Background: an optimization exercise with open tools, aiming at small area, a short achievable clock period and few clock cycles. Do not read the settings as production practice. Function was checked by simulation only, so behaviour that the tests miss may differ from the original.

==> flow/design.v (outline; a module is shown in full before it is edited, if it fits) <==
// module h64mix_mul: 1420 lines
// module h64mix_fa: 10 lines
// module hash64_multiply_mix_64bit_words_top: 197 lines
module hash64_multiply_mix_64bit_words_top (
   input  wire logic        clock,
   input  wire logic        reset,
   input  wire logic        req_valid,
   output logic             req_stall,
   input  wire logic [63:0] req_key_word,
   input  wire logic [3:0]  req_word_bytes,
   input  wire logic        req_last_word,
   input  wire logic [30:0] req_total_length,
   output logic             rsp_valid,
   input  wire logic        rsp_stall,
   output logic [63:0]      rsp_hash_value,
   input  wire logic        csr_valid,
   output logic             csr_ready,
   input  wire logic [31:0] csr_hash_seed
);
  // ...
==> flow/run.sh <==
#!/bin/bash
# synth_recipe.tcl (not shown) runs the flow's synth.tcl, then flattens the netlist and writes it again
# the make line also repeats each setting of config.mk as NAME=value (left out here)
make -C /OpenROAD-flow-scripts/flow DESIGN_CONFIG=/design/flow/config.mk WORK_HOME=/design/flow/orfs CLKGATE_MAP_FILE= SYNTH_SCRIPT=/design/flow/synth_recipe.tcl finish
==> flow/config.mk <==
export PLATFORM = sky130hd
export DESIGN_NAME = hash64_multiply_mix_64bit_words_top
export DESIGN_NICKNAME = hash64_multiply_mix_64bit_words_top
export VERILOG_FILES = /design/flow/design.v
export SDC_FILE = /design/flow/constraint.sdc
export NUM_CORES = 4
export LEC_CHECK = 0
export CAP_MARGIN = 20
export CORE_MARGIN = 2
export CORE_UTILIZATION = 40
export SETUP_SLACK_MARGIN = 5
export SLEW_MARGIN = 20
export SYNTH_HIERARCHICAL = 1
==> flow/constraint.sdc <==
create_clock -name core_clock -period 12.0 [get_ports {clock}]
set_input_delay 2.4000 -clock core_clock [delete_from_list [all_inputs] [get_ports {clock}]]
set_output_delay 2.4000 -clock core_clock [all_outputs]
set_load 0.01 [all_outputs]
==> impl_metrics.ini, run 1 <==
[timing]
fmax_mhz = 138
fin_ws_ps = 4750
tightest_slew_ps = 1280

[die]
row_count = 153
die_x_um = 422

[setup_path]
crit_path_frequent_cell = fa_1
crit_family = adder cells
worstSetupStartpointType = register
r2r_start = xc_ff[10]$_DFFE_PP_
r2r_cells = 21
crit_end = xc_ff[15]$_DFFE_PP_
crit_slowest_cell = a222oi_1
arrival_ps = 7610

[grt]
top_usage_layer = met2
grt_usage = 0.303

[finish]
seq_area_mm2 = 0.00863
nFillCells = 15500
multi_input_area_share = 0.726
drive_gt1_frac = 0.171

[placed_design]
portBuffers = 202
place_ws_ps = 3100

[detailed_routing]
drt-initial-drc-count = 5532
drtPass1Iterations = 9

[yosys]
synth_xor_area_frac = 0.0382
synth_seq_cells = 301
synth_top_family_by_area = adder cells
yosysTopAreaCell = fa_1

[status]
status = timing/DRC/antenna clean

[hold_path]
holdPathStages = 0

[clock_tree]
post_cts_buffers = 207
cts_hold_buf = 0

[run]
drv_cap = 0

[power]
Testbench counts, summed over its fixed seeds: cycles 9,166.
==> run 2, diff against run 1 <==
--- a/flow/config.mk
+++ b/flow/config.mk
@@ -5,9 +5,9 @@
 export SDC_FILE = /design/flow/constraint.sdc
 export NUM_CORES = 4
 export LEC_CHECK = 0
-export CAP_MARGIN = 20
+export CAP_MARGIN = 0
 export CORE_MARGIN = 2
 export CORE_UTILIZATION = 40
 export SETUP_SLACK_MARGIN = 5
-export SLEW_MARGIN = 20
+export SLEW_MARGIN = 0
 export SYNTH_HIERARCHICAL = 1
==> run 2 against run 1 <==
Against the previous run:
- still clean on timing, DRC and antenna
- hold slack lost 1.3 ps
- global-route usage shrank 0.16 points
- die area is the same
- non-clock buffer count grew 19
- cell count grew 0.24%
- routed wire length shrank 0.72%
- critical path depth shrank 2
- clock skew grew 4.5 ps
- setup slack lost 42 ps
- fmax shrank 0.58%
- critical path type unchanged
- largest cell class unchanged
==> impl_metrics.ini, run 2 <==
[status]
status = timing/DRC/antenna clean

[timing]
fin_ws_ps = 4710
post-route-min-period_ps = 7290
hold_viol_final = 0
rsz0062_at_grt = yes
fin_crit_sh = 0.608
setup_viol = 0
slew_violations = 0
worst_hold_slack_ps = 419
fmax_mhz = 137
tightest_slew_ps = 1440
setup_tns_ps = 0
finClkSkew_ps = 86.4
relSlewSlack = 0.0394

[hold_path]
worst_hold_path_type = reg2reg

[setup_path]
r2r_cells = 19
crit_path_frequent_cell = fa_1
cp_cell_sequence = buf_4, fa_1, fa_1, fa_1, fa_1, fa_2, fa_1, fa_1, ha_4, and3_4, nand2_2, nor4_2, a21o_1, nor2_2, a211o_4, a211oi_2, a31oi_2, a222oi_1, xor2_1
r2r_end = xc_ff[15]$_DFFE_PP_
crit_slowest_cell = a222oi_1
endpoint_kind = register
arrival_ps = 7690
critPathMaxFanout = 9
crit_buf_inv = 1
max_stage_delay_ps = 720
crit_family = adder cells
crit_type = reg2reg
worstSetupStartpointType = register
critical_path_depth = 19
cp.required_ps = 12390
crit_end = xc_ff[15]$_DFFE_PP_
r2r_slack_ps = 4710
r2r_start = xc_ff[14]$_DFFE_PP_
startpoint = xc_ff[14]$_DFFE_PP_

[yosys]
yosys-top-cells-count = fa_1 (2043), inv_1 (690), a21oi_1 (281)
synth_edf_count = 260
synth_seq_cells = 301
synth_nets = 7975
ys.flop_type = edfxtp_1
yosys-top-cells-area = fa_1 (58%), edfxtp_1 (11%), ha_1 (4.5%)
synth_top_area_share = 0.585
synthCells = 5543
yosysWarnings = 7
ys_types = 82
yosysTopAreaCell = fa_1
syn_area_mm2 = 0.0699
synthArstFlopShare = 0
syn_avg_cell_area_um2 = 12.6
synth_most_common_cell = fa_1
ys_seq_area_frac = 0.123

[finish]
final_util = 0.478
layout_commonest_cell = fa_1
final_cell_mix = fa_1 (2001), inv_1 (687), buf_4 (347), edfxtp_1 (260), a21oi_1 (239)
multi_input_area_mm2 = 0.0604
design_area_mm2 = 0.0831
nFillCells = 15700
drive_gt1_frac = 0.167
area_growth_syn_to_layout_pct = 18.9
fin_cells = 8484
nNetsFinal = 8555
seq_area_mm2 = 0.00863

[die]
dieArea_mm2 = 0.178
num_io_pins = 204
die_y_um = 422
row_count = 153
initial_core_util = 0.402
die_x_um = 422
coreArea_mm2 = 0.174

[placed_design]
place_ws_ps = 3110
place_area_mm2 = 0.0754
dp.cells = 8053
portBuffers = 202
gp_congestion = 0.984
hpwl_um = 201000

[clock_tree]
tritoncts = built
clock_path_buffers = 3
clk_pin_slew_ps = 60
clkSinkCount = 301
cts_hold_buf = 0
numCtsBuffers = 43
clkLatencyLatePin_ps = 680
htree_levels = 2
root_buffer = clkbuf_16

[detailed_routing]
drt-total-wl_um = 266000
via_per_inst = 5.78
wl_per_cell_um = 31.3
drtPass1Iterations = 6
drc_errors = 0
dr_total_vias = 49000
drt-initial-drc-count = 5173
ant_nets = 0

[grt]
grt_pass1_wl_um = 385000
grt_usage = 0.301
gr-total-overflow = 0
grt_max_degree = 80
grt_pass1_vias = 54400
antenna_found_initial = 8

[run]
drv_cap = 0
==> run 2: cell types whose count changed in the layout (fill, tap and decap cells not counted), moves of 5 or more <==
cell | before | now
clkinv_1 | 4 | 10
buf_4 | 313 | 347
a21oi_1 | 232 | 239
a31oi_2 | 15 | 10
bufinv_16 | 7 | 2
a21oi_4 | 18 | 13
ha_2 | 30 | 36
buf_6 | 60 | 50
ha_4 | 53 | 47
o21ai_2 | 12 | 7
==> run 2: worst min-delay path by stage <==
stage                           from                     to  slack [ps]  cells after the start
2_1_floorplan  ta_first_ff$_DFFE_PN_  tb_first_ff$_DFFE_PN_         400                      0
3_3_place_gp   ta_first_ff$_DFFE_PN_  tb_first_ff$_DFFE_PN_         400                      0
3_5_place_dp   ta_first_ff$_DFFE_PN_  tb_first_ff$_DFFE_PN_         410                      0
4_1_cts        ta_first_ff$_DFFE_PN_  tb_first_ff$_DFFE_PN_         420                      0
5_1_grt        ta_first_ff$_DFFE_PN_  tb_first_ff$_DFFE_PN_         440                      0
6_report       ta_first_ff$_DFFE_PN_  tb_first_ff$_DFFE_PN_         420                      0
==> run 2: per-module statistics from Yosys, one instance, submodules excluded <==
module | area, µm² | flops+latches
h64mix_mul | 4860 | 0
hash64_multiply_mix_64bit_words_top | 14500 | 301
h64mix_fa | 20.0 | 0
==> run 2: kinds of logic (layout without fill, tap and decap cells) <==
group,after synthesis,after routing,share of synthesized area
mux,131,131,0.0213
buf+inv,864,1477,0.0484
xor+xnor,305,305,0.0382
compound gates,847,847,0.0815
simple gates,799,799,0.0572
fa+ha+maj,2295,2295,0.630
flops,301,301,0.123
other cells,1,4,0.0000536
==> run 2: layout make-up <==
type | count | share of cell area
Tap cell | 2325 | 0.0350
Clock buffer | 52 | 0.0136
Inverter | 692 | 0.0314
Sequential cell | 301 | 0.104
Antenna cell | 3 | 0.0000903
Clock inverter | 26 | 0.00268
Timing Repair Buffer | 707 | 0.0874
Multi-Input combinational cell | 4378 | 0.726
==> run 2: layer usage <==
metal	global-route usage	share of wire	up-vias
met3	0.0633	0.086	787
met2	0.486	0.47	2765
met1	0.372	0.36	26300
met5	0	0.00024	-
li1	-	-	19200
met4	0.187	0.082	10
==> run 2: repair_timing <==
| action | CTS | global route |
|---|---|---|
| setup endpoints to repair | 110 | 76 |
| buffers inserted | 180 | 163 |
| resized for setup | 384 | 353 |
| pin swaps | 140 | 226 |
| gates cloned | 5 | 2 |

## re-timing with driven ports
In the flow no input, the clock included, has a driving cell. The finished layouts below were timed again as built, in two steps.
Step 1 sets driving cells, clkbuf_16 on the clock port and buf_2 on the other inputs (assumed; they add their load-dependent delay and slew).
Step 2 adds t to the input delays and takes it off the output delays; t is the mean of the earliest and latest rising clock arrival at the registers after step 1. Input paths then give back, and output paths get back, about the clock's delay inside the block.
Slacks: ideal ports / drivers / drivers and shift; pairs: ideal ports / drivers.
| run | t (ns) | setup slack, ns | worst slew at a driven data input, ns | cell pins on the clock port's net |
|---|---|---|---|---|
| run 1 | 0.699 | 4.751 / 4.751 / 4.751 | 0.07 | 1 |
| run 2 | 0.722 | 4.708 / 4.708 / 4.708 | 0.08 | 1 |
After both steps every run listed still meets setup and hold.
